Background: an optimization exercise with open tools, aiming at small area. Do not read the settings as production practice. The RTL was checked by simulation tests, not by an equivalence proof against the original design. Power figures rest on the tool's default switching activity, not on a simulated workload.

## job 7049
==> flow/design.v (excerpt) <==
module id_issue_stage
#(
    parameter int XLEN  = 32,
    parameter int NREGS = 32
) (
    input  logic            clk,
    input  logic            rst_n,
    input  logic            in_valid,
    output logic            in_ready,
    input  logic [31:0]     in_instr,
    output logic            out_valid,
    input  logic            out_ready,
    output logic [31:0]     Instruction,
    output logic [XLEN-1:0] A,
    output logic [XLEN-1:0] B,
    output logic [4:0]      shamt,
    output logic [XLEN-1:0] store_data,
    output logic [4:0]      dest,
    output logic            dest_wen,
    input  logic            wb_en,
    input  logic [4:0]      wb_addr,
    input  logic [XLEN-1:0] wb_data,
    input  logic            flush
);
    logic [4:0]      rs, rt, rd;
    logic [5:0]      op;
    logic            is_rtype, is_ifwr;
    logic            in_wen;
    logic [4:0]      in_dest;
    logic [XLEN-1:0] rs_val, rt_val;
    assign op = in_instr[cpu_pkg::OP_HI:cpu_pkg::OP_LO];
    assign rs = in_instr[cpu_pkg::RS_HI:cpu_pkg::RS_LO];
    assign rt = in_instr[cpu_pkg::RT_HI:cpu_pkg::RT_LO];
    assign rd = in_instr[cpu_pkg::RD_HI:cpu_pkg::RD_LO];
    assign is_rtype = (op == cpu_pkg::OP_RTYPE);
    assign is_ifwr  = (op == cpu_pkg::OP_ADDIU) || (op == cpu_pkg::OP_LW) ||
                      (op == cpu_pkg::OP_ANDI);
    assign in_dest  = is_rtype ? rd : (is_ifwr ? rt : 5'd0);
    assign in_wen   = (in_dest != 5'd0);
    logic            out_valid_q, hold;
    logic [31:0]     instr_q;
    logic [XLEN-1:0] a_q, store_q;
    logic [(NREGS-1)*XLEN-1:0] regs_q, regs_d;
    logic [NREGS-1:1]      vld_q;
    logic [NREGS-1:0]      wsel;
  ...
For scale: ~3700 cells after synthesis, about 0.045 mm² of cells after synthesis.
==> flow/config.mk <==
export PLATFORM = sky130hd
export DESIGN_NAME = id_issue_stage
export DESIGN_NICKNAME = id_issue_stage
export VERILOG_FILES = /design/flow/design.v
export SDC_FILE = /design/flow/constraint.sdc
export NUM_CORES = 4
export LEC_CHECK = 0
export CAP_MARGIN = 20
export CORE_MARGIN = 2
export CORE_UTILIZATION = 45
export PLACE_DENSITY = 0.6
export SLEW_MARGIN = 20
export SYNTH_HIERARCHICAL = 1
==> flow/constraint.sdc <==
create_clock -name core_clock -period 10.0 [get_ports {clk}]
set_input_delay 2.0000 -clock core_clock [delete_from_list [all_inputs] [get_ports {clk}]]
set_output_delay 2.0000 -clock core_clock [all_outputs]
set_load 0.01 [all_outputs]
standard.sh (not shown) runs the stock make flow with config.mk's settings and CLKGATE_MAP_FILE= SYNTH_SCRIPT=/design/flow/synth_recipe.tcl, a recipe that flattens the netlist after the stock synthesis.
==> flow/flow/run.sh <==
#!/bin/bash
set -euo pipefail
cd "$(dirname "$0")/.."
bash standard.sh \
  "BUFFER_PORTS_ARGS=-buffer_cell sky130_fd_sc_hd__buf_1" \
  "CTS_ARGS=-sink_clustering_enable -repair_clock_nets -dont_use_dummy_load -buf_list {sky130_fd_sc_hd__clkbuf_4 sky130_fd_sc_hd__clkbuf_8} -sink_clustering_size 15 -sink_clustering_max_diameter 60" \
  finish > flow_make.log 2>&1
Input-level comparison between job 5927 and job 7049:
- setting GPL_ROUTABILITY_DRIVEN to 0 for the first time
- changing PLACE_DENSITY from 0.6 to 0.9
==> flow/flow/run.sh <==
#!/bin/bash
set -euo pipefail
cd "$(dirname "$0")/.."
SB="$PWD/flow/small_buffers.tcl"
bash standard.sh \
  "BUFFER_PORTS_ARGS=-buffer_cell sky130_fd_sc_hd__buf_1" \
  "CTS_ARGS=-sink_clustering_enable -repair_clock_nets -dont_use_dummy_load -buf_list {sky130_fd_sc_hd__clkbuf_4 sky130_fd_sc_hd__clkbuf_8} -sink_clustering_size 14 -sink_clustering_max_diameter 100" \
  "PRE_GLOBAL_PLACE_TCL=$SB" "PRE_RESIZE_TCL=$SB" "PRE_GLOBAL_ROUTE_TCL=$SB" \
  finish > flow_make.log 2>&1
==> flow/flow/small_buffers.tcl (new file) <==
# Placement and routing repair: buffer with the small buffer cells only, so that fixing the
# slew of a high-fanout net does not take a larger buffer than it needs.
set_dont_use {sky130_fd_sc_hd__buf_4 sky130_fd_sc_hd__buf_6 sky130_fd_sc_hd__buf_8
  sky130_fd_sc_hd__buf_12 sky130_fd_sc_hd__buf_16 sky130_fd_sc_hd__bufbuf_8
  sky130_fd_sc_hd__bufbuf_16 sky130_fd_sc_hd__clkbuf_4 sky130_fd_sc_hd__clkbuf_8
  sky130_fd_sc_hd__clkbuf_16 sky130_fd_sc_hd__clkdlybuf4s15_1 sky130_fd_sc_hd__clkdlybuf4s15_2
  sky130_fd_sc_hd__clkdlybuf4s18_1 sky130_fd_sc_hd__clkdlybuf4s18_2
  sky130_fd_sc_hd__clkdlybuf4s25_1 sky130_fd_sc_hd__clkdlybuf4s25_2
  sky130_fd_sc_hd__clkdlybuf4s50_1 sky130_fd_sc_hd__clkdlybuf4s50_2
  sky130_fd_sc_hd__dlygate4sd1_1 sky130_fd_sc_hd__dlygate4sd2_1 sky130_fd_sc_hd__dlygate4sd3_1
  sky130_fd_sc_hd__dlymetal6s2s_1 sky130_fd_sc_hd__dlymetal6s4s_1 sky130_fd_sc_hd__dlymetal6s6s_1}
==> results.txt <==
Job 5927: routed wire length on met2 lower than job 7049. Taking job 7049 as the reference point, the area growth from synthesis to final layout of job 5927 falls by 0.69 points. [job 5927] worst IR drop on VDD rose 3.5% relative to job 7049. Compared with job 7049, job 5927 degrades register-to-register slack. Against job 7049, job 5927 reports a register share of total power that is higher. Looking at share of total power in combinational logic, job 5927 sits 0.2 points above job 7049. Taking job 5927 over job 7049, the number of ordinary and repair buffers in the finished layout ratio works out to 1.2.
Relative to job 5927, the following input files were edited for job 9324:
- a deleted GPL_ROUTABILITY_DRIVEN that had been 0
- a change of PLACE_DENSITY from 0.9 to 0.7
- a change of CORE_UTILIZATION from 45 to 55
==> flow/flow/run.sh <==
#!/bin/bash
set -euo pipefail
cd "$(dirname "$0")/.."
bash standard.sh \
  "BUFFER_PORTS_ARGS=-buffer_cell sky130_fd_sc_hd__buf_1" \
  "CTS_ARGS=-sink_clustering_enable -repair_clock_nets -dont_use_dummy_load -buf_list {sky130_fd_sc_hd__clkbuf_4 sky130_fd_sc_hd__clkbuf_8} -sink_clustering_size 14 -sink_clustering_max_diameter 100" \
  finish > flow_make.log 2>&1
removed: flow/flow/small_buffers.tcl
Changes observed in job 9324 relative to job 5927: non-clock buffer count now sits lower; number of placed instances with taps included now sits lower.
Slack of the critical path in job 9324 is 200 ps below job 5927.
Job 9324 and job 5927 ended up with nearly the same combinational power.
Relative to job 9324, the following input files were edited for job 8949:
- GPL_ROUTABILITY_DRIVEN newly set to 0
- CORE_UTILIZATION changed from 55 to 45
==> flow/flow/run.sh <==
#!/bin/bash
set -euo pipefail
cd "$(dirname "$0")/.."
SB="$PWD/flow/small_buffers.tcl"
bash standard.sh \
  "BUFFER_PORTS_ARGS=-buffer_cell sky130_fd_sc_hd__buf_1" \
  "CTS_ARGS=-sink_clustering_enable -repair_clock_nets -dont_use_dummy_load -buf_list {sky130_fd_sc_hd__clkbuf_4 sky130_fd_sc_hd__clkbuf_8} -sink_clustering_size 14 -sink_clustering_max_diameter 100" \
  "PRE_GLOBAL_PLACE_TCL=$SB" "PRE_RESIZE_TCL=$SB" "PRE_GLOBAL_ROUTE_TCL=$SB" \
  finish > flow_make.log 2>&1
==> flow/flow/small_buffers.tcl (new file) <==
# Placement and routing repair: buffer with the small buffer cells only, so that fixing the
# slew of a high-fanout net does not take a larger buffer than it needs.
set_dont_use {sky130_fd_sc_hd__buf_4 sky130_fd_sc_hd__buf_6 sky130_fd_sc_hd__buf_8
  sky130_fd_sc_hd__buf_12 sky130_fd_sc_hd__buf_16 sky130_fd_sc_hd__bufbuf_8
  sky130_fd_sc_hd__bufbuf_16 sky130_fd_sc_hd__clkbuf_4 sky130_fd_sc_hd__clkbuf_8
  sky130_fd_sc_hd__clkbuf_16 sky130_fd_sc_hd__clkdlybuf4s15_1 sky130_fd_sc_hd__clkdlybuf4s15_2
  sky130_fd_sc_hd__clkdlybuf4s18_1 sky130_fd_sc_hd__clkdlybuf4s18_2
  sky130_fd_sc_hd__clkdlybuf4s25_1 sky130_fd_sc_hd__clkdlybuf4s25_2
  sky130_fd_sc_hd__clkdlybuf4s50_1 sky130_fd_sc_hd__clkdlybuf4s50_2
  sky130_fd_sc_hd__dlygate4sd1_1 sky130_fd_sc_hd__dlygate4sd2_1 sky130_fd_sc_hd__dlygate4sd3_1
  sky130_fd_sc_hd__dlymetal6s2s_1 sky130_fd_sc_hd__dlymetal6s4s_1 sky130_fd_sc_hd__dlymetal6s6s_1}
==> results.txt <==
- The total met3 wirelength after detailed routing reported for job 8949 is smaller than that of job 9324 by 6500 µm.
- Comparing final critical delay including setup and external delays for job 9324 and job 8949, the bigger number came from job 9324.
- Job 8949 vs job 9324, met3 demand-to-capacity share in global routing went down by 9.3 points.
- Job 8949: all stages complete, timing, DRC and antenna checks passed
- The clock network fraction of total power in job 8949 was lower than what job 9324 gave.
- Compared with job 9324, job 8949 shows a via count of the first global-routing pass that is 1131 lower.
- [compare] base=job 9324 new=job 8949: area of placed instances closely matched the old numbers, routed wire length decreased by 18000 µm relative to the old numbers, setup slack of the critical path after layout increased by 330 ps relative to the old numbers, overall power closely matched the old numbers, insertion delay of the later-clocked pin in the worst-skew pair increased by 20 ps relative to the old numbers.

==> what the ideal ports hide <==
No port has a modelled driver above. Below, the same layouts with a new extraction and two added sets of constraints.
Step 1, drivers: a clkbuf_16 drives clk and a buf_2 each remaining input, both assumed.
Step 2 times the ports against the registers' clock, not the clock port: input delays grow and output delays shrink by t, the midpoint of the rising clock arrivals with the driver on.
a / b / c = ideal / step 1 / step 2; a / b = the first two.
| run | t, ns | setup slack, ns | hold slack, ns | clock arrival spread, ns | worst register clock-pin slew, ns |
|---|---|---|---|---|---|
| job 7049 | 0.839 | 2.430 / 2.381 / 2.381 | 0.463 / 0.463 / 0.463 | 0.094 / 0.094 | 0.11 / 0.11 |
| job 5927 | 0.788 | 2.423 / 2.397 / 2.397 | 0.468 / 0.468 / 0.468 | 0.124 / 0.124 | 0.10 / 0.10 |
| job 9324 | 0.796 | 2.228 / 2.203 / 2.203 | 0.466 / 0.466 / 0.466 | 0.098 / 0.098 | 0.10 / 0.10 |
| job 8949 | 0.817 | 2.558 / 2.530 / 2.530 | 0.461 / 0.461 / 0.461 | 0.086 / 0.086 | 0.10 / 0.10 |
After both steps setup and hold are still met in every run listed. The setup slack of job 7049, which loses most, moves by -0.049 ns with the drivers and by -0.049 ns with both steps.
